Context: an optimization exercise on an open-source flow, tuned for small area, a short achievable clock period and few clock cycles per item. The choices shown serve that exercise and are no tape-out recipe.
The RTL was checked by simulation tests, not by an equivalence proof against the original design.
No activity file was given, so power comes from the tool's default toggle rates.

==> flow/design.v, too long to show whole: its modules and the start of the top module <==
// module fp32_fa: 10 lines
// module fp32_ha: 9 lines
// module fp32_round_pack: 66 lines
// module fp32_mul_pipe: 1430 lines
module fp32_mul_pipe #(
  parameter logic [31:0] QNAN = fp32_pkg::QNAN
) (
  input  logic        clk,
  input  logic        rst_n,
  input  logic        in_valid,
  output logic        in_ready,
  input  logic [31:0] A,
  input  logic [31:0] B,
  output logic        out_valid,
  input  logic        out_ready,
  output logic [31:0] result,
  output logic [2:0]  flags
);
  // ...
==> flow/flow/run.sh <==
#!/bin/bash
# The standard layout, with the port buffers that global placement inserts made plain
# buffers (sky130_fd_sc_hd__buf_2) instead of the delay cell that buffer_ports picks.
set -euo pipefail
export BUFFER_PORTS_ARGS="-buffer_cell sky130_fd_sc_hd__buf_2"
bash standard.sh finish > standard_flow.log 2>&1
==> flow/standard.sh <==
#!/bin/bash
# synth_recipe.tcl (not shown) runs the flow's synth.tcl, then flattens the netlist and writes it again
# the make line also repeats each setting of config.mk as NAME=value (left out here)
make -C /OpenROAD-flow-scripts/flow DESIGN_CONFIG=/design/flow/config.mk WORK_HOME=/design/flow/orfs CLKGATE_MAP_FILE= SYNTH_SCRIPT=/design/flow/synth_recipe.tcl "${@:-finish}"
==> flow/config.mk <==
export PLATFORM = sky130hd
export DESIGN_NAME = fp32_mul_pipe
export DESIGN_NICKNAME = fp32_mul_pipe
export VERILOG_FILES = /design/flow/design.v
export SDC_FILE = /design/flow/constraint.sdc
export NUM_CORES = 4
export LEC_CHECK = 0
export ABC_AREA = 1
export CAP_MARGIN = 5
export CORE_MARGIN = 2
export CORE_UTILIZATION = 45
export SETUP_SLACK_MARGIN = 2.5
export SLEW_MARGIN = 5
export SYNTH_HIERARCHICAL = 1
export SYNTH_MINIMUM_KEEP_SIZE = 0
export TNS_END_PERCENT = 5
==> flow/constraint.sdc <==
create_clock -name core_clock -period 8.0 [get_ports {clk}]
set_input_delay 1.6000 -clock core_clock [delete_from_list [all_inputs] [get_ports {clk}]]
set_output_delay 1.6000 -clock core_clock [all_outputs]
set_load 0.01 [all_outputs]
==> results.sh, run 1 <==
export IMPL_path_depth=12
export IMPL_rsz0062_at_grt="yes"
export IMPL_top_layer_used="met5"
export IMPL_intPower_mw=4.07
export IMPL_min_period_ns=5.42
export IMPL_synth_compound_area_share_pct=12.5
export IMPL_start_util_pct=45.4
export IMPL_synthMuxAreaShare_pct=0
export IMPL_fmaxAchievable_mhz=184
export IMPL_cp_end_kind="flop"
export IMPL_syn_inst=2355
export IMPL_cts_made_buffers=9
export IMPL_outcome="finished clean"
export IMPL_p_clk_mw=0.440
export IMPL_netSwitchingFraction_pct=53.5
export IMPL_multi_input_gates=1895
export IMPL_wirelength_microns=63800
export IMPL_holdPathStages=3
export IMPL_cts_hold_buf=0
export IMPL_crit_top_cell="fa_1"
export IMPL_yosysTopAreaCell="fa_1"
export IMPL_regMostFlops="rq"
export IMPL_ctsResizeCount=30
export IMPL_io_buffers=104
export IMPL_via_count=17326
export IMPL_seq_power_mw=1.19
export IMPL_inv_count=250
export IMPL_grtUsageMet2_pct=44.9
export IMPL_worstSkewPairLatency_ns=0.37
export IMPL_p_comb_share_pct=81.4
export IMPL_required_ns=8.10
export IMPL_design_seq_count=89
export IMPL_placed_cells=2943
Testbench counts, summed over its fixed seeds: cycles 8,008, items 8,000.
==> run 2, diff against run 1 <==
--- a/flow/config.mk
+++ b/flow/config.mk
@@ -6,11 +6,12 @@
 export NUM_CORES = 4
 export LEC_CHECK = 0
 export ABC_AREA = 1
-export CAP_MARGIN = 5
+export CAP_MARGIN = 20
 export CORE_MARGIN = 2
 export CORE_UTILIZATION = 45
+export GPL_TIMING_DRIVEN = 0
 export SETUP_SLACK_MARGIN = 2.5
-export SLEW_MARGIN = 5
+export SLEW_MARGIN = 20
 export SYNTH_HIERARCHICAL = 1
 export SYNTH_MINIMUM_KEEP_SIZE = 0
 export TNS_END_PERCENT = 5
==> results.sh, run 2 <==
export IMPL_outcome="finished clean"
export IMPL_required_ns=8.08
export IMPL_layout_commonest_cell="nand2_1"
export IMPL_design_area_sq_um=21600
export IMPL_holdPathEnd="out_valid"
export IMPL_ir_drop_uv=311
export IMPL_synth_distinct_cells=53
export IMPL_wirelength_microns=74800
export IMPL_grt_start_max_net_pins=61
export IMPL_regMostFlops="rq"
export IMPL_worstSetupPathType="in2reg"
export IMPL_crit_top_cell="fa_1"
export IMPL_yosys_most_used_dff="edfxtp_1"
export IMPL_synth_top_cell_area_share_pct=27.2
export IMPL_firstDrtPassIters=5
export IMPL_final_util_pct=50.3
export IMPL_rsz0062_at_grt="yes"
export IMPL_min_period_ns=5.49
export IMPL_clockBufferDepth=2
export IMPL_drive_gt1_share_pct=15.8
export IMPL_placed_cells=3054
export IMPL_max_cap_viol_count=0
export IMPL_grt_antenna_before_repair=1
export IMPL_antenna_left=0
export IMPL_critPathLaunchType="primary input"
export IMPL_synth_most_common_cell="nand2_1"
export IMPL_ios=105
export IMPL_cp_end_kind="flop"
export IMPL_fillers=4252
export IMPL_max_stage_delay_ns=0.60
export IMPL_dieArea_sq_um=44900
export IMPL_tightest_slew_ns=0.891
export IMPL_dpl_hpwl_microns=62300
export IMPL_grt_first_pass_wirelength_microns=111000
export IMPL_fp_row_count=76
export IMPL_synth_seq_cells=89
export IMPL_total_power_mw=9.31
export IMPL_p_per_area_nw_per_um2=432
export IMPL_top_regs="rq: 72 flops, exp_q: 10 flops, cls_q: 2 flops"
export IMPL_hold_path_startpoint="out_valid"
export IMPL_critical_path_top_delay_family="adder cells"
export IMPL_finalSetupViolCount=0
export IMPL_stdcell_count=3071
export IMPL_layout_nets=2910
export IMPL_yosysWarnings=8
export IMPL_io_buffers=102
export IMPL_post_drt_wl_per_cell_microns=24.3
export IMPL_cpMaxStageDelayCell="fa_2"
export IMPL_slew_headroom_pct=40.6
export IMPL_crit_fanout=10
export IMPL_syn_to_final_growth_pct=10.8
export IMPL_worstPathCellList="buf_2 -> clkinvlp_4 -> clkbuf_2 -> o22ai_1 -> xor2_1 -> fa_1 -> fa_1 -> fa_1 -> fa_2 -> fa_1"
export IMPL_critPathBufInv=3
export IMPL_die_width_microns=212
export IMPL_r2r_end="sign_q"
export IMPL_synthTopCellsByArea="fa_1 27%, edfxtp_1 14%, xor2_1 12%"
export IMPL_yosys_top_cells_count="412 x nand2_1, 275 x xor2_1, 264 x fa_1"
export IMPL_slew_violations=0
export IMPL_cts_tree="yes"
export IMPL_clock_sinks=89
export IMPL_synth_avg_cell_area_sq_um=8.26
export IMPL_holdPathStages=2
export IMPL_fmaxAchievable_mhz=182
export IMPL_start_util_pct=45.4
export IMPL_diodes=0
export IMPL_worstSkewPairLatency_ns=0.35
export IMPL_clockRootBuffer="clkbuf_16"
export IMPL_worstRegToRegCells=2
export IMPL_final_hold_viol_count=0
export IMPL_holdCritPathClass="reg2reg"
export IMPL_via_count=17812
export IMPL_yosysTopAreaCell="fa_1"
export IMPL_grt_total_usage_pct=33.8
export IMPL_fin_setup_tns_ns=0
export IMPL_synth_edff_count=88
export IMPL_period_share_pct=68.7
export IMPL_ys_seq_area_share_pct=13.7
export IMPL_layout_common_cells="397 x nand2_1, 273 x xor2_1, 259 x fa_1"
export IMPL_worstReg2RegStart="out_valid"
export IMPL_synthArstFlopShare_pct=1.12
export IMPL_syn_area_sq_um=19500
export IMPL_finalClockSkew_ns=0.00821
export IMPL_syn_inst=2355
export IMPL_htree_levels=3
export IMPL_drtIter0Drc=1783
export IMPL_die_y_microns=212
export IMPL_place_area_sq_um=20800
export IMPL_drc_errors=0
export IMPL_clkTransAtPathRegs_ns=0.06
export IMPL_grt_overflow=0
export IMPL_arrival_ns=5.58
export IMPL_largest_reg_flops=72
export IMPL_grt_pass1_vias=17976
export IMPL_cts_made_buffers=9
export IMPL_p_leak_nw=9.63
export IMPL_ff2ff_setup_slack_ns=6.54
export IMPL_place_gp_congestion=1.04
export IMPL_viasPerCell=5.80
export IMPL_fp_coreArea_sq_um=42900
==> run 2: cell counts after synthesis <==
No cell type changed its count.
==> run 2: kinds of logic after synthesis <==
group / after synthesis / synth area share [%]
buffers and inverters: 382 / 7.79
xor gates and xnor gates: 277 / 12.5
DFF: 89 / 13.7
adders and majority gates: 361 / 33.4
AOI/OAI and AO/OA: 401 / 12.5
other: 1 / 0.0193
and+or+nand+nor: 844 / 20.2
==> run 2: metal layers <==
metal	share of wire (%)	wire, microns	global-route usage (%)
met5	0	0	0
met4	4.6	3400	14.8
met3	7.0	5230	4.08
met2	46	34100	54.4
met1	43	32000	46.0
==> run 2: timing repair <==
action / 4_1_cts / 5_1_grt
hold buffers: 0 / 0
setup endpoints to repair: 34 / 34
pin swaps: 6 / 13
setup buffers: 1 / 0
gates resized for setup: 92 / 131
endpoints found under the hold margin: 0 / 0
gates cloned: 0 / 0
==> run 2: final cells by class <==
| class | count | area (sq um) | area share, % |
|---|---|---|---|
| inverter | 246 | 938 | 4.35 |
| buffer | 136 | 871 | 4.04 |
| sequential | 89 | 2670 | 12.4 |
| tap | 585 | 732 | 3.40 |
| timing repair buffer | 104 | 563 | 2.61 |
| multi-input combinational | 1895 | 15500 | 72.0 |
| clock buffer | 10 | 229 | 1.06 |
| clock inverter | 6 | 42.5 | 0.197 |
==> run 2: how the worst max path moves through the flow <==
stage / from / to / slack, ns / cells after the start
global route: B[17] / rq[32] / 2.47 / 13
finish: A[17] / rq[32] / 2.51 / 10
detailed placement: B[19] / rq[34] / 1.53 / 12
global placement: B[3] / ck_q / 1.21 / 15
floorplan: B[11] / rq[34] / 2.60 / 12
CTS: B[7] / rq[30] / 2.48 / 14
==> run 2: modules after synthesis (local to each module, per instance), a selection <==
module | flip-flops and latches | area, sq um | times used
fp32_ha | 0 | 12.5 | 32
fp32_mul_pipe | 89 | 9440 | 1
fp32_fa | 0 | 20.0 | 263
==> run 2: tightest hold or removal path, cell delays in order (launching register included) <==
cell and delay, ns:
dfrtp_1 0.38, nand2_4 0.25, nand2_1 0.13
==> run 2: metrics by stage <==
| stage | worst slack (ns) | hold WS, ns |
|---|---|---|
| 2_1_floorplan | 2.60 | 1.30 |
| 3_3_place_gp | 1.21 | 1.37 |
| 3_5_place_dp | 1.53 | 0.802 |
| 4_1_cts | 2.48 | 0.816 |
| 5_1_grt | 2.47 | 0.880 |
| 6_report | 2.51 | 0.800 |
==> run 2: where the power goes <==
group / switching, mW / total [mW] / internal [mW] / leakage [nW]
logic: 4.83 / 7.74 / 2.92 / 8.60
registers: 0.0833 / 1.18 / 1.10 / 0.902
clock network: 0.177 / 0.388 / 0.211 / 0.130
total: 5.09 / 9.31 / 4.23 / 9.63
==> run 3, diff against run 2 <==
--- a/flow/config.mk
+++ b/flow/config.mk
@@ -5,11 +5,10 @@
 export SDC_FILE = /design/flow/constraint.sdc
 export NUM_CORES = 4
 export LEC_CHECK = 0
-export ABC_AREA = 1
+export ABC_AREA = 0
 export CAP_MARGIN = 20
 export CORE_MARGIN = 2
 export CORE_UTILIZATION = 45
-export GPL_TIMING_DRIVEN = 0
 export SETUP_SLACK_MARGIN = 2.5
 export SLEW_MARGIN = 20
 export SYNTH_HIERARCHICAL = 1
==> results.sh, run 3 <==
export IMPL_firstDrtPassIters=8
export IMPL_synth_edff_count=88
export IMPL_multi_input_area_sq_um=21100
export IMPL_synth_xor_area_share_pct=3.07
export IMPL_clockBufferDepth=2
export IMPL_switchingPower_mw=4.99
export IMPL_layout_common_cells="477 x a21oi_1, 403 x nand2_1, 349 x nor2_1"
export IMPL_synth_top_cell_area_share_pct=21.3
export IMPL_antenna_left=0
export IMPL_top_regs="rq: 72 flops, exp_q: 10 flops, cls_q: 2 flops"
export IMPL_outcome="finished clean"
export IMPL_drc_errors=0
export IMPL_critical_path_top_delay_family="compound AO/OA/AOI/OAI gates"
export IMPL_clockRootBuffer="clkbuf_16"
export IMPL_syn_to_final_growth_pct=8.80
export IMPL_syn_area_sq_um=24800
export IMPL_fin_setup_tns_ns=0
export IMPL_place_gp_congestion=0.964
export IMPL_drive_gt1_share_pct=12.6
export IMPL_min_period_ns=5.52
export IMPL_die_y_microns=239
export IMPL_worstPathCellList="ha_2 -> a21oi_1 -> o21bai_1 -> a22oi_1 -> a21oi_1 -> o21bai_1 -> xnor2_1 -> nor4_2 -> nand2_1 -> or4b_1 -> a31oi_1 -> buf_2"
export IMPL_cts_tree="yes"
export IMPL_synth_distinct_cells=99
export IMPL_ios=105
export IMPL_synth_seq_cells=89
export IMPL_wirelength_microns=98400
export IMPL_via_count=26024
export IMPL_grt_antenna_before_repair=10
export IMPL_required_ns=6.40
export IMPL_cts_made_buffers=9
export IMPL_synth_compound_area_share_pct=28.2
export IMPL_syn_inst=3317
export IMPL_finalSetupViolCount=0
export IMPL_synthMuxAreaShare_pct=0.334
export IMPL_die_width_microns=239
export IMPL_drtIter0Drc=2996
export IMPL_yosys_top_cells_count="493 x a21oi_1, 408 x nand2_1, 354 x nor2_1"
export IMPL_yosysTopAreaCell="fa_1"
export IMPL_layout_nets=3616
export IMPL_fp_coreArea_sq_um=54100
export IMPL_clkTransAtPathRegs_ns=0.09
export IMPL_layout_commonest_cell="a21oi_1"
export IMPL_p_comb_share_pct=82.4
export IMPL_cp_end_kind="output port"
export IMPL_ir_drop_uv=263
export IMPL_clock_sinks=89
export IMPL_critPathBufInv=1
export IMPL_total_power_mw=9.57
export IMPL_period_share_pct=68.9
export IMPL_synth_top_family_by_area="adder cells"
export IMPL_seqCellArea_sq_um=2670
export IMPL_synthArstFlopShare_pct=1.12
export IMPL_synthAdderAreaFrac_pct=32.9
export IMPL_cpMaxStageDelayCell="edfxtp_1"
export IMPL_viasPerCell=6.69
export IMPL_slew_headroom_pct=28.1
export IMPL_tightest_slew_ns=1.07
export IMPL_p_leak_nw=9.47
export IMPL_synth_most_common_cell="a21oi_1"
export IMPL_ys_seq_area_share_pct=10.8
export IMPL_yosysWarnings=8
export IMPL_worstSetupPathType="reg2out"
export IMPL_htree_levels=3
export IMPL_start_util_pct=45.7
export IMPL_grt_pass1_vias=23564
export IMPL_clockPowerShare_pct=4.8
export IMPL_largest_reg_flops=72
export IMPL_fmaxAchievable_mhz=181
export IMPL_yosys_area_share_simple_pct=17.7
export IMPL_io_buffers=104
export IMPL_max_cap_viol_count=0
export IMPL_crit_fanout=6
export IMPL_grt_total_usage_pct=33.9
export IMPL_p_per_area_nw_per_um2=355
export IMPL_worstSkewPairLatency_ns=0.38
export IMPL_fp_row_count=85
export IMPL_grt_overflow=0
export IMPL_grt_start_max_net_pins=120
export IMPL_cts_hold_buf=0
export IMPL_seqPwrFrac_pct=12.8
export IMPL_dieArea_sq_um=56900
export IMPL_post_drt_wl_per_cell_microns=25.3
export IMPL_regMostFlops="rq"
export IMPL_synth_avg_cell_area_sq_um=7.46
export IMPL_intPower_mw=4.58
export IMPL_yosys_most_used_dff="edfxtp_1"
export IMPL_synthTopCellsByArea="fa_1 21%, edfxtp_1 11%, a21oi_1 10%"
export IMPL_arrival_ns=3.92
export IMPL_dpl_hpwl_microns=70500
export IMPL_grt_first_pass_wirelength_microns=147000
export IMPL_final_hold_viol_count=0
export IMPL_finalClockSkew_ns=0.0192
export IMPL_max_stage_delay_ns=0.52
export IMPL_holdCritPathClass="in2async"
export IMPL_netSwitchingFraction_pct=52.2
export IMPL_fillers=5267
export IMPL_rsz0062_at_grt="yes"
export IMPL_critPathLaunchType="flop"
export IMPL_slew_violations=0
==> run 3: final timing paths <==
check                                from    endpoint  slack [ns]  cells after the start
worst min register to register  out_valid   out_valid        1.06                      3
worst max-delay path               rq[42]  result[21]        2.48                     12
min in group core_clock         out_valid   out_valid        1.06                      3
worst max register to register  out_valid      rq[30]        5.81                      3
worst min-delay path                rst_n   out_valid        0.97                      1
max in group asynchronous           rst_n   out_valid        6.94                      1
==> run 3: through the flow <==
stage               worst slack (ns)  std cells  area, sq um  hold WS (ns)  util [%]
CTS                             2.46       3862        26200         0.973      48.5
finish                          2.48       3891        26900         0.973      49.8
floorplan                       2.50       3328        24800          1.30         -
global placement                1.60       3826        25400          1.02      46.9
detailed placement              1.55       3826        25400          1.07      46.9
global route                    2.34       3889        26900         0.978      49.7
==> run 3: modules after synthesis, one instance, submodules excluded, excerpt <==
module	flip-flops and latches	cells
fp32_mul_pipe	89	2479
fp32_fa	0	1
fp32_ha	0	1
==> run 3: cells by family (layout without fill, tap and decap cells) <==
group / count (synthesis) / after routing
XOR/XNOR: 85 / 86
buffers and inverters: 436 / 297
AND/OR/NAND/NOR: 984 / 985
adder cells (fa/ha/maj): 526 / 526
AO/OA/AOI/OAI: 1188 / 1189
flip-flops: 89 / 89
multiplexers: 8 / 8
other: 1 / 15
==> run 3: timing repair <==
item | CTS | global route
cloned | 2 | 4
resized for setup | 107 | 89
pin swaps | 18 | 22
buffers inserted | 18 | 22
endpoints found under the setup margin | 84 | 68
==> run 3: metal layers <==
layer | part of all wire, % | track usage [%]
met1 | 41 | 47.1
met2 | 42 | 50.6
met3 | 12 | 8.75
met4 | 4.4 | 12.9
met5 | 0.061 | 0
==> run 3: power groups by stage <==
stage          logic [mW]  registers (mW)  clock network, mW
2_1_floorplan        5.02            1.08                  0
3_3_place_gp         6.65            1.19                  0
3_5_place_dp         6.88            1.18                  0
4_1_cts              7.30            1.20              0.459
5_1_grt              8.73            1.24              0.473
6_report             7.89            1.23              0.456
==> run 3: layout make-up <==
cell class / count / area share [%]
Sequential cell: 89 / 9.90
Antenna cell: 3 / 0.0279
Clock inverter: 7 / 0.293
Inverter: 51 / 0.878
Multi-Input combinational cell: 2806 / 78.4
Clock buffer: 9 / 0.836
Tap cell: 696 / 3.23
Timing Repair inverter: 1 / 0.0279
Timing Repair Buffer: 229 / 6.39
==> run 4, diff against run 3 <==
--- a/flow/config.mk
+++ b/flow/config.mk
@@ -5,7 +5,7 @@
 export SDC_FILE = /design/flow/constraint.sdc
 export NUM_CORES = 4
 export LEC_CHECK = 0
-export ABC_AREA = 0
+export ABC_AREA = 1
 export CAP_MARGIN = 20
 export CORE_MARGIN = 2
 export CORE_UTILIZATION = 45
==> results.sh, run 4 <==
export IMPL_die_width_microns=212
export IMPL_design_area_sq_um=21000
export IMPL_yosysTopAreaCell="fa_1"
export IMPL_clock_sinks=89
export IMPL_clkTransAtPathRegs_ns=0.07
export IMPL_p_comb_share_pct=81.4
export IMPL_final_util_pct=48.9
export IMPL_yosys_most_used_dff="edfxtp_1"
export IMPL_finalSetupViolCount=0
export IMPL_max_cap_viol_count=0
export IMPL_viasPerCell=5.84
export IMPL_diodes=0
export IMPL_cts_made_buffers=9
export IMPL_holdCritPathClass="reg2reg"
export IMPL_p_per_area_nw_per_um2=417
export IMPL_largest_reg_flops=72
export IMPL_max_stage_delay_ns=0.57
export IMPL_min_period_ns=5.42
export IMPL_cts_tree="yes"
export IMPL_post_drt_wl_per_cell_microns=21.5
export IMPL_fin_setup_tns_ns=0
export IMPL_worstPathCellList="buf_2 -> buf_8 -> nand2_1 -> nand2_1 -> nand2_4 -> o22ai_1 -> xor2_1 -> fa_1 -> fa_1 -> fa_1 -> fa_1 -> fa_1"
export IMPL_critical_path_top_delay_family="adder cells"
export IMPL_syn_to_final_growth_pct=7.81
export IMPL_via_count=17326
export IMPL_finalClockSkew_ns=0.0101
export IMPL_crit_top_cell="fa_1"
export IMPL_grt_overflow=0
export IMPL_seqPwrFrac_pct=13.6
export IMPL_crit_fanout=28
export IMPL_synthAdderAreaFrac_pct=33.4
export IMPL_cpMaxStageDelayCell="fa_1"
export IMPL_io_buffers=104
export IMPL_outcome="finished clean"
export IMPL_synth_most_common_cell="nand2_1"
export IMPL_stdcell_count=2967
export IMPL_htree_levels=3
export IMPL_dpl_hpwl_microns=48000
export IMPL_period_share_pct=67.8
export IMPL_cp_end_kind="flop"
export IMPL_synth_seq_cells=89
export IMPL_synth_top_cell_area_share_pct=27.2
export IMPL_slew_headroom_pct=47.3
export IMPL_antenna_left=0
export IMPL_worstSetupPathType="in2reg"
export IMPL_wirelength_microns=63800
export IMPL_drtIter0Drc=1803
export IMPL_synth_edff_count=88
export IMPL_yosysWarnings=8
export IMPL_intPower_mw=4.07
export IMPL_yosys_area_share_simple_pct=20.2
export IMPL_switchingPower_mw=4.68
export IMPL_synth_top_family_by_area="adder cells"
export IMPL_fp_coreArea_sq_um=42900
export IMPL_clockRootBuffer="clkbuf_16"
export IMPL_rsz0062_at_grt="yes"
export IMPL_cts_hold_buf=0
export IMPL_final_hold_viol_count=0
export IMPL_critPathBufInv=2
export IMPL_placed_cells=2943
export IMPL_whs_ns=0.952
export IMPL_layout_common_cells="394 x nand2_1, 275 x xor2_1, 263 x fa_1"
export IMPL_grt_total_usage_pct=28.3
export IMPL_arrival_ns=5.53
export IMPL_layout_commonest_cell="nand2_1"
export IMPL_synthTopCellsByArea="fa_1 27%, edfxtp_1 14%, xor2_1 12%"
export IMPL_synth_xor_area_share_pct=12.5
export IMPL_layout_nets=2806
export IMPL_fp_row_count=76
export IMPL_drc_errors=0
export IMPL_required_ns=8.10
export IMPL_synth_distinct_cells=53
export IMPL_setup_slack_ns=2.58
export IMPL_dp_slack_ns=1.34
export IMPL_grt_first_pass_wirelength_microns=96800
export IMPL_grt_antenna_before_repair=1
export IMPL_synthMuxAreaShare_pct=0
export IMPL_die_y_microns=212
export IMPL_total_power_mw=8.74
export IMPL_start_util_pct=45.4
export IMPL_drive_gt1_share_pct=12.8
export IMPL_netSwitchingFraction_pct=53.5
export IMPL_critPathLaunchType="primary input"
export IMPL_syn_inst=2355
export IMPL_grt_start_max_net_pins=48
export IMPL_ios=105
export IMPL_top_regs="rq: 72 flops, exp_q: 10 flops, cls_q: 2 flops"
export IMPL_place_area_sq_um=20300
export IMPL_place_gp_congestion=0.925
export IMPL_synthArstFlopShare_pct=1.12
export IMPL_slew_violations=0
export IMPL_clockPowerShare_pct=5.0
export IMPL_grt_pass1_vias=16923
export IMPL_firstDrtPassIters=5
export IMPL_yosys_top_cells_count="412 x nand2_1, 275 x xor2_1, 264 x fa_1"
export IMPL_synth_compound_area_share_pct=12.5
export IMPL_regMostFlops="rq"
export IMPL_ys_seq_area_share_pct=13.7
export IMPL_p_leak_nw=9.23
export IMPL_syn_area_sq_um=19500
export IMPL_fmaxAchievable_mhz=184
export IMPL_ir_drop_uv=229
export IMPL_clockBufferDepth=2
export IMPL_synth_avg_cell_area_sq_um=8.26
export IMPL_tightest_slew_ns=0.786
export IMPL_worstSkewPairLatency_ns=0.37
export IMPL_dieArea_sq_um=44900
-- run 4: changes by cell type after synthesis, sizes merged, moves of 68 or more --
cell and change:
clkbuf -203, maj3 -165, xor2 +244, o21ai -186
nand3 +68, nor2 -143, a21oi -434, inv +209
-- run 4: what timing repair did --
action	CTS	global route
setup endpoints to repair	47	62
gates cloned	0	5
pin swaps	0	1
endpoints found under the hold margin	0	0
buffers inserted	1	2
gates resized for setup	30	41
-- run 4: cell families (layout without fill, tap and decap cells) --
group                    after synthesis  in the layout
adder cells (fa/ha/maj)              361            361
buffers and inverters                382            398
XOR/XNOR                             277            277
other                                  1             12
AND/OR/NAND/NOR                      844            844
flip-flops                            89             89
AO/OA/AOI/OAI                        401            401
-- run 4: metal layers --
metal,share of wire [%],GRT usage [%],vias to the layer above
met5,0.020,0,-
met4,3.4,10.0,2
met3,9.2,5.92,129
met2,46,44.9,884
met1,42,38.3,8436
li1,-,-,7875
-- run 4: cell type report --
cell class / instances / area (sq um)
Clock buffer: 9 / 225
Inverter: 246 / 952
Sequential cell: 89 / 2670
Multi-Input combinational cell: 1895 / 15500
Tap cell: 585 / 732
Timing Repair Buffer: 132 / 820
Fill cell: 4173 / 21900
Timing Repair inverter: 4 / 22.5
Clock inverter: 7 / 82.6
-- run 4: path summary, 6_finish.rpt --
kind | slack, ns | cells after the start | endpoint | from
max in group asynchronous | 6.92 | 1 | out_valid | rst_n
hold reg to reg | 0.95 | 3 | out_valid | out_valid
hold / removal | 0.95 | 3 | out_valid | out_valid
setup / recovery | 2.58 | 12 | rq[26] | B[11]
min in group asynchronous | 1.00 | 1 | out_valid | rst_n
setup reg to reg | 6.00 | 3 | exp_q[1] | out_valid
-- run 4: power by group through the flow --
stage	registers (mW)	clock network, mW	logic (mW)
3_3_place_gp	1.20	0	6.88
6_report	1.19	0.440	7.12
2_1_floorplan	1.16	0	5.21
3_5_place_dp	1.20	0	7.07
4_1_cts	1.19	0.452	7.09
5_1_grt	1.21	0.467	8.13
-- run 4: worst min-delay path: cells and delay by family, from the launching register on --
kind          cells  cell delay, ns
simple gates      2            0.21
buf+inv           1            0.32
flops             1            0.38
-- run 4: Yosys stat by module, one instance, submodules excluded, a selection --
module         copies in the design  area [sq um]
fp32_mul_pipe                     1          9440
fp32_ha                          32          12.5
fp32_fa                         263          20.0
==> run 5, diff against run 4 <==
--- a/flow/config.mk
+++ b/flow/config.mk
@@ -9,6 +9,7 @@
 export CAP_MARGIN = 20
 export CORE_MARGIN = 2
 export CORE_UTILIZATION = 45
+export CTS_BUF_LIST = sky130_fd_sc_hd__clkbuf_4 sky130_fd_sc_hd__clkbuf_8
 export SETUP_SLACK_MARGIN = 2.5
 export SLEW_MARGIN = 20
 export SYNTH_HIERARCHICAL = 1
==> results.sh, run 5 <==
export IMPL_outcome="finished clean"
export IMPL_synth_most_common_cell="nand2_1"
export IMPL_viasPerCell=5.79
export IMPL_grt_antenna_before_repair=1
export IMPL_switchingPower_mw=4.65
export IMPL_post_drt_wl_per_cell_microns=21.3
export IMPL_seqCellArea_sq_um=2670
export IMPL_htree_levels=3
export IMPL_dpl_hpwl_microns=48000
export IMPL_drtIter0Drc=1709
export IMPL_worstPathCellList="buf_4 -> inv_1 -> nand2_1 -> nand2_2 -> o22ai_1 -> xor2_1 -> fa_1 -> fa_1 -> fa_1 -> fa_1 -> fa_1"
export IMPL_intPower_mw=3.95
export IMPL_slew_headroom_pct=30.0
export IMPL_tightest_slew_ns=1.05
export IMPL_fillers=4207
export IMPL_synth_avg_cell_area_sq_um=8.26
export IMPL_ir_drop_uv=178
export IMPL_layout_common_cells="394 x nand2_1, 275 x xor2_1, 264 x fa_1"
export IMPL_finalClockSkew_ns=0.0139
export IMPL_largest_reg_flops=72
export IMPL_crit_top_cell="fa_1"
export IMPL_grtUsageMet2_pct=44.9
export IMPL_final_hold_viol_count=0
export IMPL_ff2ff_setup_slack_ns=6.00
export IMPL_max_cap_viol_count=0
export IMPL_ys_seq_area_share_pct=13.7
export IMPL_worstRegToRegCells=3
export IMPL_fp_row_count=76
export IMPL_clock_sinks=89
export IMPL_place_gp_congestion=0.925
export IMPL_busiest_layer="met2"
export IMPL_p_per_area_nw_per_um2=415
export IMPL_p_leak_nw=9.17
export IMPL_yosysTopAreaCell="fa_1"
export IMPL_die_width_microns=212
export IMPL_yosys_most_used_dff="edfxtp_1"
export IMPL_holdCritPathClass="in2async"
export IMPL_layout_commonest_cell="nand2_1"
export IMPL_clkTransAtPathRegs_ns=0.09
export IMPL_diodes=0
export IMPL_clockRootBuffer="clkbuf_8"
export IMPL_multi_input_area_sq_um=15400
export IMPL_io_buffers=104
export IMPL_grt_total_usage_pct=28.3
export IMPL_grt_overflow=0
export IMPL_synthTopCellsByArea="fa_1 27%, edfxtp_1 14%, xor2_1 12%"
export IMPL_regMostFlops="rq"
export IMPL_dieArea_sq_um=44900
export IMPL_top_regs="rq: 72 flops, exp_q: 10 flops, cls_q: 2 flops"
export IMPL_fmaxAchievable_mhz=182
export IMPL_fp_coreArea_sq_um=42900
export IMPL_synth_top_cell_area_share_pct=27.2
export IMPL_worstReg2RegStart="out_valid"
export IMPL_p_comb_share_pct=82.4
export IMPL_grt_first_pass_wirelength_microns=96900
export IMPL_use_met1_pct=38.3
export IMPL_antenna_left=0
export IMPL_grt_pass1_vias=16922
export IMPL_clockPowerShare_pct=3.8
export IMPL_met3_usage_pct=5.87
export IMPL_fin_setup_tns_ns=0
export IMPL_max_stage_delay_ns=0.58
export IMPL_worstSkewPairLatency_ns=0.40
export IMPL_cts_hold_buf=0
export IMPL_required_ns=8.14
export IMPL_synthArstFlopShare_pct=1.12
export IMPL_critPathLaunchType="primary input"
export IMPL_via_count=17155
export IMPL_firstDrtPassIters=6
export IMPL_cts_made_buffers=9
export IMPL_syn_area_sq_um=19500
export IMPL_syn_to_final_growth_pct=6.43
export IMPL_rsz0062_at_grt="yes"
export IMPL_cp_end_kind="flop"
export IMPL_seqPwrFrac_pct=13.8
export IMPL_final_util_pct=48.3
export IMPL_worstSetupPathType="in2reg"
export IMPL_period_share_pct=68.8
export IMPL_r2r_end="rq[54]"
export IMPL_ios=105
export IMPL_drive_gt1_share_pct=12.2
export IMPL_finalSetupViolCount=0
export IMPL_synth_seq_cells=89
export IMPL_arrival_ns=5.65
export IMPL_die_y_microns=212
export IMPL_start_util_pct=45.4
export IMPL_grt_start_max_net_pins=48
export IMPL_cts_tree="yes"
export IMPL_min_period_ns=5.51
export IMPL_layout_nets=2800
export IMPL_slew_violations=0
export IMPL_synth_edff_count=88
export IMPL_yosys_top_cells_count="412 x nand2_1, 275 x xor2_1, 264 x fa_1"
export IMPL_wirelength_microns=63100
export IMPL_clockBufferDepth=2
export IMPL_syn_inst=2355
export IMPL_crit_fanout=23
export IMPL_netSwitchingFraction_pct=54.1
export IMPL_synth_distinct_cells=53
export IMPL_cpMaxStageDelayCell="fa_1"
export IMPL_yosysWarnings=8
export IMPL_drc_errors=0
-- run 5: repair_timing --
action | 4_1_cts | 5_1_grt
endpoints found under the setup margin | 45 | 62
gates resized for setup | 27 | 18
gates cloned | 0 | 1
setup buffers | 1 | 0
-- run 5: power by group through the flow --
| stage | clock [mW] | sequential [mW] | combinational, mW |
|---|---|---|---|
| after floorplan | 0 | 1.16 | 5.21 |
| after global placement | 0 | 1.20 | 6.88 |
| after detailed placement | 0 | 1.20 | 7.07 |
| after CTS | 0.342 | 1.19 | 7.09 |
| after global routing | 0.356 | 1.21 | 8.11 |
| final | 0.328 | 1.19 | 7.09 |
-- run 5: per-stage QoR --
| step | power, mW | worst slack (ns) | std cells | hold WS (ns) | cell area [sq um] |
|---|---|---|---|---|---|
| 2_1_floorplan | 6.37 | 2.60 | 2366 | 1.30 | 19500 |
| 3_3_place_gp | 8.08 | 1.41 | 2943 | 0.968 | 20300 |
| 3_5_place_dp | 8.27 | 1.34 | 2943 | 0.986 | 20300 |
| 4_1_cts | 8.62 | 2.50 | 2960 | 0.936 | 20600 |
| 5_1_grt | 9.68 | 2.41 | 2961 | 0.936 | 20700 |
| 6_report | 8.60 | 2.49 | 2961 | 0.959 | 20700 |
-- run 5: worst max path at each step --
| stage | startpoint | end | cells past startpoint |
|---|---|---|---|
| finish | B[17] | rq[32] | 11 |
| global route | B[7] | rq[24] | 12 |
| detailed placement | B[19] | rq[34] | 11 |
| global placement | B[19] | rq[28] | 11 |
| CTS | B[3] | ck_q | 14 |
| floorplan | B[11] | rq[34] | 12 |
-- run 5: per-module statistics from Yosys (local to each module, per instance), a selection --
module | cells | area (sq um) | times used | flops+latches
fp32_fa | 1 | 20.0 | 263 | 0
fp32_ha | 1 | 12.5 | 32 | 0
fp32_mul_pipe | 1192 | 9440 | 1 | 89
-- run 5: layout make-up --
class / count / share of cell area (%)
Sequential cell: 89 / 12.9
Timing Repair inverter: 1 / 0.0242
Inverter: 246 / 4.49
Clock buffer: 9 / 0.598
Tap cell: 585 / 3.53
Timing Repair Buffer: 129 / 3.61
Multi-Input combinational cell: 1895 / 74.5
Clock inverter: 7 / 0.399
-- run 5: kinds of logic after synthesis --
kind of cell             Yosys count  share of synthesized area (%)
AND/OR/NAND/NOR                  844                           20.2
AO/OA/AOI/OAI                    401                           12.5
buffers and inverters            382                           7.79
adder cells (fa/ha/maj)          361                           33.4
XOR/XNOR                         277                           12.5
flip-flops                        89                           13.7
other                              1                         0.0193
-- run 5: layer usage --
metal | wire [microns] | up-vias
li1 | - | 7850
met1 | 26300 | 8313
met2 | 28600 | 859
met3 | 5970 | 131
met4 | 2170 | 2
met5 | 13 | -
-- run 5: critical path: cells and delay by family --
family	cells	cell delay, ns
AND/OR/NAND/NOR	2	0.47
AO/OA/AOI/OAI	1	0.31
XOR/XNOR	1	0.28
adder cells (fa/ha/maj)	5	2.50
buffers and inverters	2	0.47
==> run 6, diff against run 5 <==
--- a/flow/config.mk
+++ b/flow/config.mk
@@ -10,7 +10,7 @@
 export CORE_MARGIN = 2
 export CORE_UTILIZATION = 45
 export CTS_BUF_LIST = sky130_fd_sc_hd__clkbuf_4 sky130_fd_sc_hd__clkbuf_8
-export SETUP_SLACK_MARGIN = 2.5
+export SETUP_SLACK_MARGIN = 2.4
 export SLEW_MARGIN = 20
 export SYNTH_HIERARCHICAL = 1
 export SYNTH_MINIMUM_KEEP_SIZE = 0
==> results.sh, run 6 <==
export IMPL_cts_tree="yes"
export IMPL_fp_row_count=76
export IMPL_slew_headroom_pct=30.3
export IMPL_outcome="finished clean"
export IMPL_cts_hold_buf=0
export IMPL_clkTransAtPathRegs_ns=0.09
export IMPL_synthTopCellsByArea="fa_1 27%, edfxtp_1 14%, xor2_1 12%"
export IMPL_max_stage_delay_ns=0.58
export IMPL_syn_to_final_growth_pct=6.06
export IMPL_start_util_pct=45.4
export IMPL_clockBufferDepth=2
export IMPL_synth_most_common_cell="nand2_1"
export IMPL_grt_first_pass_wirelength_microns=96600
export IMPL_grt_total_usage_pct=28.2
export IMPL_p_leak_nw=9.15
export IMPL_firstDrtPassIters=5
export IMPL_largest_reg_flops=72
export IMPL_fp_coreArea_sq_um=42900
export IMPL_final_hold_viol_count=0
export IMPL_die_width_microns=212
export IMPL_synth_distinct_cells=53
export IMPL_clockRootBuffer="clkbuf_8"
export IMPL_cp_end_kind="flop"
export IMPL_required_ns=8.13
export IMPL_layout_commonest_cell="nand2_1"
export IMPL_synthArstFlopShare_pct=1.12
export IMPL_htree_levels=3
export IMPL_fmaxAchievable_mhz=178
export IMPL_finalSetupViolCount=0
export IMPL_top_regs="rq: 72 flops, exp_q: 10 flops, cls_q: 2 flops"
export IMPL_yosysTopAreaCell="fa_1"
export IMPL_viasPerCell=5.77
export IMPL_post_drt_wl_per_cell_microns=21.2
export IMPL_syn_area_sq_um=19500
export IMPL_io_buffers=104
export IMPL_worstPathCellList="buf_2 -> clkbuf_8 -> nand2_1 -> inv_1 -> nor2_1 -> inv_2 -> buf_4 -> o22ai_1 -> xor2_1 -> fa_1 -> fa_1 -> fa_1 -> fa_1 -> fa_1"
export IMPL_worstSetupPathType="in2reg"
export IMPL_fillers=4216
export IMPL_grt_overflow=0
export IMPL_min_period_ns=5.61
export IMPL_grt_antenna_before_repair=1
export IMPL_seqCellArea_sq_um=2670
export IMPL_drtIter0Drc=1689
export IMPL_grt_start_max_net_pins=48
export IMPL_dieArea_sq_um=44900
export IMPL_crit_top_cell="fa_1"
export IMPL_antenna_left=0
export IMPL_clock_sinks=89
export IMPL_holdCritPathClass="in2async"
export IMPL_via_count=17086
export IMPL_crit_fanout=30
export IMPL_worstSkewPairLatency_ns=0.40
export IMPL_ios=105
export IMPL_die_y_microns=212
export IMPL_synth_seq_cells=89
export IMPL_critPathLaunchType="primary input"
export IMPL_drive_gt1_share_pct=12.1
export IMPL_cts_made_buffers=9
export IMPL_arrival_ns=5.74
export IMPL_yosys_top_cells_count="412 x nand2_1, 275 x xor2_1, 264 x fa_1"
export IMPL_ys_seq_area_share_pct=13.7
export IMPL_layout_common_cells="395 x nand2_1, 275 x xor2_1, 264 x fa_1"
export IMPL_synth_avg_cell_area_sq_um=8.26
export IMPL_yosys_most_used_dff="edfxtp_1"
export IMPL_period_share_pct=70.1
export IMPL_final_util_pct=48.1
export IMPL_tightest_slew_ns=1.04
export IMPL_layout_nets=2798
export IMPL_wirelength_microns=62800
export IMPL_regMostFlops="rq"
export IMPL_grt_pass1_vias=16891
export IMPL_multi_input_area_sq_um=15400
export IMPL_synth_edff_count=88
export IMPL_fin_setup_tns_ns=0
export IMPL_syn_inst=2355
export IMPL_rsz0062_at_grt="yes"
export IMPL_dpl_hpwl_microns=48000
export IMPL_max_cap_viol_count=0
export IMPL_diodes=0
export IMPL_ir_drop_uv=179
export IMPL_cpMaxStageDelayCell="fa_1"
export IMPL_yosysWarnings=8
export IMPL_synth_top_cell_area_share_pct=27.2
export IMPL_p_per_area_nw_per_um2=417
export IMPL_drc_errors=0
export IMPL_slew_violations=0
export IMPL_finalClockSkew_ns=0.0142
export IMPL_place_gp_congestion=0.925
## run 6: what timing repair did
| item | CTS | global route |
|---|---|---|
| hold endpoints to repair | 0 | 0 |
| resized for setup | 20 | 10 |
| pin swaps | 0 | 0 |
| buffers inserted | 0 | 0 |
| gates cloned | 0 | 0 |
| setup endpoints to repair | 40 | 63 |
## run 6: logic make-up after synthesis
| family | count (synthesis) | synth area share [%] |
|---|---|---|
| xor gates and xnor gates | 277 | 12.5 |
| other | 1 | 0.0193 |
| adders and majority gates | 361 | 33.4 |
| AOI/OAI and AO/OA | 401 | 12.5 |
| and+or+nand+nor | 844 | 20.2 |
| DFF | 89 | 13.7 |
| buffers and inverters | 382 | 7.79 |
## run 6: area by class of cell
type / instances / share of cell area [%]
clock inverters: 7 / 0.400
repair buffers: 128 / 3.49
well taps: 585 / 3.55
inverters: 246 / 4.49
multi-input cells: 1895 / 74.6
flip-flops and latches: 89 / 12.9
clock buffers: 9 / 0.600
## run 6: power by group
group	internal (mW)	switching, mW
registers	1.10	0.0886
logic	2.70	4.39
clock network	0.150	0.179
## run 6: worst max-delay path, delay by kind of cell
family / cells / cell delay [ns]
xor gates and xnor gates: 1 / 0.22
and+or+nand+nor: 2 / 0.19
AOI/OAI and AO/OA: 1 / 0.12
adders and majority gates: 5 / 2.61
buffers and inverters: 5 / 0.98
## run 6: worst paths after layout
path | start | to | slack [ns] | depth (start not counted)
min reg2reg | out_valid | out_valid | 0.96 | 3
min | rst_n | out_valid | 0.96 | 1
max reg2reg | out_valid | rq[71] | 6.00 | 3
max | B[5] | rq[24] | 2.39 | 14
max in group asynchronous | rst_n | out_valid | 6.95 | 1
min in group core_clock | out_valid | out_valid | 0.96 | 3
## run 6: through the flow
| stage | cells | hold WS [ns] | power (mW) | setup WS, ns | cell area (sq um) |
|---|---|---|---|---|---|
| global route | 2959 | 0.936 | 9.67 | 2.28 | 20600 |
| detailed placement | 2943 | 0.986 | 8.27 | 1.34 | 20300 |
| finish | 2959 | 0.960 | 8.61 | 2.39 | 20600 |
| CTS | 2959 | 0.936 | 8.61 | 2.38 | 20600 |
| global placement | 2943 | 0.968 | 8.08 | 1.41 | 20300 |
| floorplan | 2366 | 1.30 | 6.37 | 2.60 | 19500 |
## run 6: Yosys stat by module (local to each module, per instance), excerpt
module,area [sq um],cells inside
fp32_ha,12.5,1
fp32_mul_pipe,9440,1192
fp32_fa,20.0,1
## run 6: per-layer routing
layer | share of wire (%) | vias to the layer above | track usage (%)
li1 | - | 7846 | -
met1 | 43 | 8320 | 38.3
met2 | 46 | 807 | 44.9
met3 | 8.9 | 111 | 6.02
met4 | 3.0 | 2 | 9.35
met5 | 0.021 | - | 0
==> run 7, diff against run 6 <==
--- a/flow/config.mk
+++ b/flow/config.mk
@@ -10,7 +10,7 @@
 export CORE_MARGIN = 2
 export CORE_UTILIZATION = 45
 export CTS_BUF_LIST = sky130_fd_sc_hd__clkbuf_4 sky130_fd_sc_hd__clkbuf_8
-export SETUP_SLACK_MARGIN = 2.4
+export SETUP_SLACK_MARGIN = 2.7
 export SLEW_MARGIN = 20
 export SYNTH_HIERARCHICAL = 1
 export SYNTH_MINIMUM_KEEP_SIZE = 0
==> results.sh, run 7 <==
export IMPL_dpl_hpwl_microns=48900
export IMPL_diodes=0
export IMPL_holdCritPathClass="in2async"
export IMPL_max_stage_delay_ns=0.59
export IMPL_slew_headroom_pct=52.3
export IMPL_path_depth=13
export IMPL_placed_cells=2944
export IMPL_grt_antenna_before_repair=1
export IMPL_worstSkewPairLatency_ns=0.41
export IMPL_min_period_ns=5.29
export IMPL_via_count=17646
export IMPL_drtIter0Drc=1860
export IMPL_firstDrtPassIters=8
export IMPL_design_area_sq_um=21500
export IMPL_synth_avg_cell_area_sq_um=8.26
export IMPL_seqCellArea_sq_um=2670
export IMPL_die_y_microns=212
export IMPL_cts_hold_buf=0
export IMPL_critPathLaunchType="primary input"
export IMPL_finalSetupViolCount=0
export IMPL_regMostFlops="rq"
export IMPL_cp_startpoint="B[5]"
export IMPL_io_buffers=104
export IMPL_finalClockSkew_ns=0.0216
export IMPL_worstSetupPathType="in2reg"
export IMPL_p_leak_nw=9.40
export IMPL_place_gp_congestion=0.953
export IMPL_p_comb_share_pct=82.8
export IMPL_yosysTopAreaCell="fa_1"
export IMPL_cp_end_kind="flop"
export IMPL_fillers=4169
export IMPL_largest_reg_flops=72
export IMPL_switchingPower_mw=4.79
export IMPL_endpoint="rq[32]"
export IMPL_outcome="finished clean"
export IMPL_grt_total_usage_pct=29.5
export IMPL_drc_errors=0
export IMPL_layout_common_cells="372 x nand2_1, 274 x xor2_1, 262 x fa_1"
export IMPL_synth_seq_cells=89
export IMPL_layout_commonest_cell="nand2_1"
export IMPL_grt_start_max_net_pins=48
export IMPL_fp_row_count=76
export IMPL_drive_gt1_share_pct=15.9
export IMPL_multi_input_area_sq_um=15800
export IMPL_critical_path_top_delay_family="adder cells"
export IMPL_syn_to_final_growth_pct=10.5
export IMPL_htree_levels=3
export IMPL_synth_top_cell_area_share_pct=27.2
export IMPL_ff2ff_setup_slack_ns=5.96
export IMPL_synthArstFlopShare_pct=1.12
export IMPL_crit_top_cell="fa_1"
export IMPL_place_area_sq_um=20400
export IMPL_total_power_mw=8.79
export IMPL_layout_nets=2847
export IMPL_rsz0062_at_grt="yes"
export IMPL_wirelength_microns=67600
export IMPL_dp_slack_ns=1.43
export IMPL_r2r_end="rq[62]"
export IMPL_cts_tree="yes"
export IMPL_top_regs="rq: 72 flops, exp_q: 10 flops, cls_q: 2 flops"
export IMPL_syn_inst=2355
export IMPL_fmaxAchievable_mhz=189
export IMPL_post_drt_wl_per_cell_microns=22.5
export IMPL_grt_first_pass_wirelength_microns=100000
export IMPL_yosys_top_cells_count="412 x nand2_1, 275 x xor2_1, 264 x fa_1"
export IMPL_ys_seq_area_share_pct=13.7
export IMPL_arrival_ns=5.43
export IMPL_syn_area_sq_um=19500
export IMPL_netSwitchingFraction_pct=54.4
export IMPL_seqPwrFrac_pct=13.6
export IMPL_tightest_slew_ns=0.714
export IMPL_cts_made_buffers=9
export IMPL_intPower_mw=4.01
export IMPL_start_util_pct=45.4
export IMPL_ir_drop_uv=203
export IMPL_yosys_most_used_dff="edfxtp_1"
export IMPL_viasPerCell=5.87
export IMPL_fin_setup_tns_ns=0
export IMPL_slew_violations=0
export IMPL_max_cap_viol_count=0
export IMPL_worstReg2RegStart="out_valid"
export IMPL_yosysWarnings=8
export IMPL_worstRegToRegCells=3
export IMPL_critPathBufInv=4
export IMPL_grt_pass1_vias=17345
export IMPL_synth_most_common_cell="nand2_1"
export IMPL_dieArea_sq_um=44900
export IMPL_clock_sinks=89
export IMPL_grt_overflow=0
export IMPL_clockRootBuffer="clkbuf_8"
export IMPL_clockPowerShare_pct=3.6
export IMPL_p_per_area_nw_per_um2=409
export IMPL_synthTopCellsByArea="fa_1 27%, edfxtp_1 14%, xor2_1 12%"
export IMPL_period_share_pct=66.1
export IMPL_clockBufferDepth=2
export IMPL_die_width_microns=212
export IMPL_final_hold_viol_count=0
export IMPL_ios=105
export IMPL_crit_fanout=15
export IMPL_synth_distinct_cells=53
export IMPL_fp_coreArea_sq_um=42900
export IMPL_worstPathCellList="buf_2 -> buf_12 -> nor2_4 -> nor2_2 -> inv_2 -> buf_4 -> o22ai_1 -> xor2_1 -> fa_1 -> fa_1 -> fa_1 -> fa_1 -> fa_1"
export IMPL_synth_edff_count=88
export IMPL_required_ns=8.14
export IMPL_cpMaxStageDelayCell="fa_1"
export IMPL_setup_slack_ns=2.71
export IMPL_stdcell_count=3008
export IMPL_antenna_left=0
export IMPL_clkTransAtPathRegs_ns=0.09
run 7: cell counts after synthesis:
No cell type changed its count.
run 7: routing by layer:
| layer | part of all wire, % | vias up | wire length (microns) | global-route usage [%] |
|---|---|---|---|---|
| met2 | 46 | 978 | 30900 | 46.7 |
| met3 | 9.4 | 193 | 6350 | 5.64 |
| li1 | - | 7979 | - | - |
| met4 | 4.7 | 0 | 3160 | 13.5 |
| met5 | 0 | - | 0 | 0 |
| met1 | 40 | 8496 | 27200 | 39.1 |
run 7: worst min path at each step:
stage / from / end / slack, ns
final: rst_n / out_valid / 0.96
after global routing: rst_n / out_valid / 0.94
after global placement: out_valid / out_valid / 0.99
after CTS: rst_n / out_valid / 0.93
after floorplan: rst_n / out_valid / 1.30
after detailed placement: out_valid / out_valid / 1.00
run 7: final cells by class:
type                       instances  area share (%)
timing repair buffer             164            5.07
timing repair inverter             6           0.175
sequential                        89            12.4
clock inverter                     7           0.343
inverter                         246            4.52
multi-input combinational       1902            73.5
tap                              585            3.40
clock buffer                       9           0.576
run 7: power by group through the flow:
stage	registers [mW]	clock network (mW)	logic [mW]
2_1_floorplan	1.16	0	5.21
3_5_place_dp	1.20	0	7.10
5_1_grt	1.21	0.342	8.28
6_report	1.19	0.319	7.28
3_3_place_gp	1.20	0	6.85
4_1_cts	1.19	0.327	7.15
run 7: repair_timing:
item                       in CTS  in global routing
setup endpoints to repair      87                 77
buffers inserted                3                 30
gates cloned                    3                 12
gates resized for setup        58                 78
pin swaps                       1                 12
run 7: worst reg2reg max path, cell delays in order, from the launching register on:
cell	delay, ns
dfrtp_1	0.41
nand2_4	0.13
buf_4	0.54
buf_4	0.60
run 7: cell families after synthesis:
logic type,after synthesis,synth area share [%]
other,1,0.0193
xor gates and xnor gates,277,12.5
buffers and inverters,382,7.79
DFF,89,13.7
AOI/OAI and AO/OA,401,12.5
and+or+nand+nor,844,20.2
adders and majority gates,361,33.4
run 7: per-stage QoR:
stage / hold WS (ns) / utilization, %
floorplan: 1.30 / -
global placement: 0.986 / 47.5
detailed placement: 1.00 / 47.5
CTS: 0.933 / 48.5
global route: 0.939 / 50.1
finish: 0.963 / 50.1
run 7: Yosys stat by module (local to each module, per instance), a selection:
module,cell area [sq um],flops+latches,times used
fp32_ha,12.5,0,32
fp32_fa,20.0,0,263
fp32_mul_pipe,9440,89,1
==> run 8, diff against run 7 <==
--- a/flow/config.mk
+++ b/flow/config.mk
@@ -10,7 +10,7 @@
 export CORE_MARGIN = 2
 export CORE_UTILIZATION = 45
 export CTS_BUF_LIST = sky130_fd_sc_hd__clkbuf_4 sky130_fd_sc_hd__clkbuf_8
-export SETUP_SLACK_MARGIN = 2.7
+export SETUP_SLACK_MARGIN = 2.6
 export SLEW_MARGIN = 20
 export SYNTH_HIERARCHICAL = 1
 export SYNTH_MINIMUM_KEEP_SIZE = 0
==> results.sh, run 8 <==
export IMPL_place_gp_congestion=0.957
export IMPL_yosysWarnings=8
export IMPL_fp_row_count=76
export IMPL_min_period_ns=5.41
export IMPL_io_buffers=104
export IMPL_layout_nets=2803
export IMPL_drtIter0Drc=1617
export IMPL_syn_to_final_growth_pct=6.96
export IMPL_layout_common_cells="392 x nand2_1, 275 x xor2_1, 264 x fa_1"
export IMPL_synth_distinct_cells=53
export IMPL_max_cap_viol_count=0
export IMPL_synthTopCellsByArea="fa_1 27%, edfxtp_1 14%, xor2_1 12%"
export IMPL_slew_violations=0
export IMPL_final_hold_viol_count=0
export IMPL_top_regs="rq: 72 flops, exp_q: 10 flops, cls_q: 2 flops"
export IMPL_finalClockSkew_ns=0.0110
export IMPL_synth_compound_area_share_pct=12.5
export IMPL_design_area_sq_um=20800
export IMPL_synth_most_common_cell="nand2_1"
export IMPL_regMostFlops="rq"
export IMPL_wirelength_microns=63500
export IMPL_cp_startpoint="B[21]"
export IMPL_finalSetupViolCount=0
export IMPL_yosys_most_used_dff="edfxtp_1"
export IMPL_synthMuxAreaShare_pct=0
export IMPL_post_drt_wl_per_cell_microns=21.4
export IMPL_cts_hold_buf=0
export IMPL_grt_antenna_before_repair=1
export IMPL_worstReg2RegStart="out_valid"
export IMPL_p_per_area_nw_per_um2=416
export IMPL_ios=105
export IMPL_whs_ns=0.965
export IMPL_synth_avg_cell_area_sq_um=8.26
export IMPL_worstSkewPairLatency_ns=0.39
export IMPL_slew_headroom_pct=52.6
export IMPL_firstDrtPassIters=8
export IMPL_critPathLaunchType="primary input"
export IMPL_grt_start_max_net_pins=48
export IMPL_yosys_area_share_simple_pct=20.2
export IMPL_total_power_mw=8.65
export IMPL_grt_first_pass_wirelength_microns=97700
export IMPL_dp_slack_ns=1.38
export IMPL_synth_top_cell_area_share_pct=27.2
export IMPL_worstSetupPathType="in2reg"
export IMPL_clockBufferDepth=2
export IMPL_layout_commonest_cell="nand2_1"
export IMPL_die_width_microns=212
export IMPL_drc_errors=0
export IMPL_via_count=17381
export IMPL_holdCritPathClass="in2async"
export IMPL_cp_end_kind="flop"
export IMPL_final_util_pct=48.5
export IMPL_grt_total_usage_pct=28.4
export IMPL_cts_tree="yes"
export IMPL_tightest_slew_ns=0.710
export IMPL_fin_setup_tns_ns=0
export IMPL_diodes=0
export IMPL_yosysTopAreaCell="fa_1"
export IMPL_yosys_top_cells_count="412 x nand2_1, 275 x xor2_1, 264 x fa_1"
export IMPL_synth_xor_area_share_pct=12.5
export IMPL_grt_pass1_vias=17555
export IMPL_syn_inst=2355
export IMPL_rsz0062_at_grt="yes"
export IMPL_drive_gt1_share_pct=12.7
export IMPL_fp_coreArea_sq_um=42900
export IMPL_synth_top_family_by_area="adder cells"
export IMPL_htree_levels=3
export IMPL_post_cts_setup_buffer_count=0
export IMPL_largest_reg_flops=72
export IMPL_ir_drop_uv=190
export IMPL_crit_fanout=30
export IMPL_synth_seq_cells=89
export IMPL_required_ns=8.12
export IMPL_clockRootBuffer="clkbuf_8"
export IMPL_antenna_left=0
export IMPL_dpl_hpwl_microns=48200
export IMPL_synth_edff_count=88
export IMPL_clkTransAtPathRegs_ns=0.09
export IMPL_clock_sinks=89
export IMPL_arrival_ns=5.53
export IMPL_syn_area_sq_um=19500
export IMPL_synthAdderAreaFrac_pct=33.4
export IMPL_start_util_pct=45.4
export IMPL_p_leak_nw=9.16
export IMPL_fmaxAchievable_mhz=185
export IMPL_stdcell_count=2964
export IMPL_outcome="finished clean"
export IMPL_place_area_sq_um=20300
export IMPL_grt_overflow=0
export IMPL_dieArea_sq_um=44900
export IMPL_viasPerCell=5.86
export IMPL_synthArstFlopShare_pct=1.12
export IMPL_cts_made_buffers=9
export IMPL_placed_cells=2943
export IMPL_setup_slack_ns=2.59
export IMPL_period_share_pct=67.6
export IMPL_die_y_microns=212
export IMPL_ys_seq_area_share_pct=13.7
run 8: report_power, final:
group	internal, mW	switching (mW)	leakage, nW	total (mW)
clock	0.115	0.173	0.0900	0.287
sequential	1.10	0.0904	0.902	1.19
combinational	2.72	4.45	8.17	7.17
run 8: area by class of cell:
cell class,instances,area (sq um)
repair inverters,4,22.5
flip-flops and latches,89,2670
inverters,246,948
multi-input cells,1896,15500
repair buffers,128,767
fillers,4222,22100
well taps,585,732
clock inverters,7,52.6
clock buffers,9,124
run 8: cells by family after synthesis:
kind of cell,Yosys count
buffers and inverters,382
other,1
adder cells (fa/ha/maj),361
flip-flops,89
XOR/XNOR,277
AND/OR/NAND/NOR,844
AO/OA/AOI/OAI,401
run 8: what timing repair did:
item                                    in CTS  in global routing
cloned                                       1                  4
pin swaps                                    0                  1
gates resized for setup                     36                 36
endpoints found under the setup margin      79                 62
run 8: per-module statistics from Yosys (local to each module, per instance), excerpt:
| module | copies in the design | cells | flops+latches | area, sq um |
|---|---|---|---|---|
| fp32_mul_pipe | 1 | 1192 | 89 | 9440 |
| fp32_ha | 32 | 1 | 0 | 12.5 |
| fp32_fa | 263 | 1 | 0 | 20.0 |
run 8: path summary, 6_finish.rpt:
kind / endpoint / slack [ns] / depth (start not counted)
worst max-delay path: rq[24] / 2.59 / 12
worst min-delay path: out_valid / 0.96 / 1
worst max register to register: rq[66] / 5.95 / 3
worst min register to register: out_valid / 0.99 / 3
max in group asynchronous: out_valid / 6.95 / 1
min in group core_clock: out_valid / 0.99 / 3
run 8: worst max-delay path, cell delays in order:
cell	delay, ns
buf_2	0.10
clkbuf_8	0.34
nand2_1	0.14
nand2_2	0.20
buf_4	0.29
o22ai_1	0.12
xor2_1	0.25
fa_1	0.48
fa_1	0.54
fa_1	0.45
fa_1	0.58
fa_1	0.42
run 8: metal layers:
metal / track usage (%) / share of wire [%]
met1: 37.9 / 42
met4: 12.5 / 4.0
met3: 4.85 / 8.1
met2: 45.6 / 46
met5: 0 / 0
==> run 9, diff against run 8 <==
--- a/flow/config.mk
+++ b/flow/config.mk
@@ -8,7 +8,7 @@
 export ABC_AREA = 1
 export CAP_MARGIN = 20
 export CORE_MARGIN = 2
-export CORE_UTILIZATION = 45
+export CORE_UTILIZATION = 55
 export CTS_BUF_LIST = sky130_fd_sc_hd__clkbuf_4 sky130_fd_sc_hd__clkbuf_8
 export SETUP_SLACK_MARGIN = 2.6
 export SLEW_MARGIN = 20
==> results.sh, run 9 <==
export IMPL_layout_common_cells="388 x nand2_1, 275 x xor2_1, 264 x fa_1"
export IMPL_busiest_layer="met2"
export IMPL_met3_usage_pct=9.15
export IMPL_cts_hold_buf=0
export IMPL_period_share_pct=67.3
export IMPL_ir_drop_uv=320
export IMPL_r2r_end="rq[43]"
export IMPL_final_util_pct=60.0
export IMPL_grt_pass1_vias=17607
export IMPL_yosys_top_cells_count="412 x nand2_1, 275 x xor2_1, 264 x fa_1"
export IMPL_grt_total_usage_pct=35.9
export IMPL_critPathLaunchType="primary input"
export IMPL_netSwitchingFraction_pct=54.9
export IMPL_clkTransAtPathRegs_ns=0.11
export IMPL_grtUsageMet2_pct=58.2
export IMPL_synthArstFlopShare_pct=1.12
export IMPL_ys_seq_area_share_pct=13.7
export IMPL_start_util_pct=56.1
export IMPL_antenna_left=0
export IMPL_intPower_mw=3.98
export IMPL_clockBufferDepth=2
export IMPL_fp_row_count=68
export IMPL_syn_inst=2355
export IMPL_grt_first_pass_wirelength_microns=98800
export IMPL_dieArea_sq_um=36900
export IMPL_worstReg2RegStart="out_valid"
export IMPL_ff2ff_setup_slack_ns=5.86
export IMPL_dpl_hpwl_microns=49000
export IMPL_die_width_microns=192
export IMPL_htree_levels=3
export IMPL_syn_to_final_growth_pct=7.10
export IMPL_max_cap_viol_count=0
export IMPL_finalSetupViolCount=0
export IMPL_cpMaxStageDelayCell="fa_1"
export IMPL_yosysTopAreaCell="fa_1"
export IMPL_fillers=3248
export IMPL_post_drt_wl_per_cell_microns=23.0
export IMPL_viasPerCell=6.16
export IMPL_fmaxAchievable_mhz=186
export IMPL_p_comb_share_pct=82.8
export IMPL_rsz0062_at_grt="yes"
export IMPL_required_ns=8.16
export IMPL_drive_gt1_share_pct=13.5
export IMPL_critPathBufInv=3
export IMPL_slew_headroom_pct=51.2
export IMPL_synth_distinct_cells=53
export IMPL_drtIter0Drc=1729
export IMPL_use_met1_pct=45.3
export IMPL_yosysWarnings=8
export IMPL_diodes=0
export IMPL_top_regs="rq: 72 flops, exp_q: 10 flops, cls_q: 2 flops"
export IMPL_max_stage_delay_ns=0.57
export IMPL_worstSkewPairLatency_ns=0.42
export IMPL_cts_tree="yes"
export IMPL_clockPowerShare_pct=3.8
export IMPL_whs_ns=0.957
export IMPL_worstPathCellList="buf_2 -> clkbuf_8 -> nor2_1 -> a21oi_1 -> buf_6 -> o22ai_1 -> xor2_1 -> fa_1 -> fa_1 -> fa_1 -> fa_1 -> fa_1"
export IMPL_synth_most_common_cell="nand2_1"
export IMPL_layout_commonest_cell="nand2_1"
export IMPL_fin_setup_tns_ns=0
export IMPL_io_buffers=104
export IMPL_fp_coreArea_sq_um=34700
export IMPL_place_gp_congestion=0.934
export IMPL_crit_fanout=28
export IMPL_grt_antenna_before_repair=2
export IMPL_yosys_most_used_dff="edfxtp_1"
export IMPL_ios=105
export IMPL_regMostFlops="rq"
export IMPL_worstRegToRegCells=3
export IMPL_critical_path_top_delay_family="adder cells"
export IMPL_outcome="finished clean"
export IMPL_via_count=17548
export IMPL_final_hold_viol_count=0
export IMPL_min_period_ns=5.38
export IMPL_cp_end_kind="flop"
export IMPL_seqPwrFrac_pct=13.5
export IMPL_cts_made_buffers=9
export IMPL_synth_edff_count=88
export IMPL_firstDrtPassIters=5
export IMPL_synth_top_cell_area_share_pct=27.2
export IMPL_clock_sinks=89
export IMPL_crit_top_cell="fa_1"
export IMPL_layout_nets=2817
export IMPL_synth_avg_cell_area_sq_um=8.26
export IMPL_holdCritPathClass="in2async"
export IMPL_finalClockSkew_ns=0.0260
export IMPL_syn_area_sq_um=19500
export IMPL_die_y_microns=192
export IMPL_synthTopCellsByArea="fa_1 27%, edfxtp_1 14%, xor2_1 12%"
export IMPL_total_power_mw=8.82
export IMPL_slew_violations=0
export IMPL_grt_start_max_net_pins=50
export IMPL_tightest_slew_ns=0.730
export IMPL_synth_seq_cells=89
export IMPL_largest_reg_flops=72
export IMPL_drc_errors=0
export IMPL_grt_overflow=0
export IMPL_p_leak_nw=9.25
export IMPL_wirelength_microns=65400
export IMPL_p_per_area_nw_per_um2=423
export IMPL_clockRootBuffer="clkbuf_8"
export IMPL_switchingPower_mw=4.84
export IMPL_worstSetupPathType="in2reg"
export IMPL_arrival_ns=5.55
## run 9: cell counts after synthesis
Identical to the previous run, type by type.
## run 9: worst reg2reg max path, cell delays in order, from the launching register on
cell	delay, ns
dfrtp_1	0.41
nand2_4	0.17
buf_4	0.52
buf_4	0.65
## run 9: final cells by class
class                           count  area [sq um]  area share, %
Clock inverter                      7          71.3          0.342
Timing Repair inverter              3          20.0         0.0961
Timing Repair Buffer              143           896           4.30
Tap cell                          455           569           2.73
Multi-Input combinational cell   1896         15500           74.6
Inverter                          246           942           4.52
Sequential cell                    89          2670           12.8
Clock buffer                        9           124          0.594
## run 9: metal layers
layer	part of all wire, %	vias to the layer above
li1	-	7902
met1	39	8510
met2	46	921
met3	10	213
met4	4.9	2
met5	0.017	-
## run 9: cell families after synthesis
kind of cell | after synthesis | share of synthesized area, %
AOI/OAI and AO/OA | 401 | 12.5
and+or+nand+nor | 844 | 20.2
buffers and inverters | 382 | 7.79
other | 1 | 0.0193
xor gates and xnor gates | 277 | 12.5
DFF | 89 | 13.7
adders and majority gates | 361 | 33.4
## run 9: worst max-delay path by stage
stage	from	end	slack, ns	depth (start not counted)
global route	B[3]	ck_q	2.55	16
global placement	B[17]	rq[24]	1.36	13
CTS	B[1]	rq[18]	2.51	12
finish	B[7]	rq[24]	2.62	12
floorplan	B[5]	rq[24]	2.63	11
detailed placement	B[17]	rq[28]	1.35	11
## run 9: through the flow
stage	instances	setup slack (ns)	cell area, sq um
3_3_place_gp	2819	1.36	20200
3_5_place_dp	2819	1.35	20200
4_1_cts	2838	2.51	20600
5_1_grt	2848	2.55	20800
6_report	2848	2.62	20800
2_1_floorplan	2366	2.63	19500
## run 9: power by group through the flow
stage                     Sequential [mW]  Clock (mW)  Combinational, mW
after floorplan                      1.16           0               5.21
after global placement               1.20           0               6.96
after detailed placement             1.20           0               7.19
after CTS                            1.19       0.340               7.23
after global routing                 1.20       0.354               8.29
final                                1.19       0.332               7.30
## run 9: what timing repair did
action                                  CTS  global route
setup buffers                             2             7
pin swaps                                 4             3
gates cloned                              1             3
hold endpoints to repair                  0             0
gates resized for setup                  41            42
endpoints found under the setup margin   79            66
## run 9: modules after synthesis, one instance, submodules excluded, a selection
module         copies in the design  flip-flops and latches  area [sq um]
fp32_ha                          32                       0          12.5
fp32_mul_pipe                     1                      89          9440
fp32_fa                         263                       0          20.0

==> separate check: timing with driven ports <==
Ports are ideal in the flow. The routed layouts listed here were re-timed in OpenROAD.
Step 1 (the two cells are an assumption about what drives the block):
set clk [get_ports {clk}]
set_driving_cell -lib_cell sky130_fd_sc_hd__clkbuf_16 $clk
set_driving_cell -lib_cell sky130_fd_sc_hd__buf_2 [delete_from_list [all_inputs] $clk]
Step 2 times the ports against the registers' clock, not the clock port: input delays grow and output delays shrink by t, the midpoint of the rising clock arrivals with the driver on.
Slacks: ideal ports / drivers / drivers and shift; pairs: ideal ports / drivers.
| run | t, ns | setup WS [ns] | hold WS [ns] |
|---|---|---|---|
| run 1 | 0.409 | 2.575 / 2.603 / 2.194 | 0.952 / 0.952 / 0.952 |
| run 2 | 0.393 | 2.508 / 2.524 / 2.132 | 0.800 / 0.800 / 0.800 |
| run 3 | 0.433 | 2.484 / 2.423 / 1.990 | 0.973 / 0.938 / 1.065 |
| run 4 | 0.409 | 2.575 / 2.603 / 2.194 | 0.952 / 0.952 / 0.952 |
| run 5 | 0.435 | 2.494 / 2.516 / 2.081 | 0.959 / 0.938 / 0.959 |
| run 6 | 0.438 | 2.395 / 2.420 / 1.982 | 0.960 / 0.937 / 0.960 |
| run 7 | 0.447 | 2.713 / 2.744 / 2.297 | 0.963 / 0.934 / 0.982 |
| run 8 | 0.428 | 2.594 / 2.592 / 2.164 | 0.965 / 0.943 / 0.990 |
| run 9 | 0.460 | 2.616 / 2.647 / 2.188 | 0.957 / 0.925 / 1.016 |
After both steps every run listed still meets setup and hold. For run 3, which loses most, drivers alone change the setup slack by -0.061 ns; drivers and shift together by -0.494 ns.
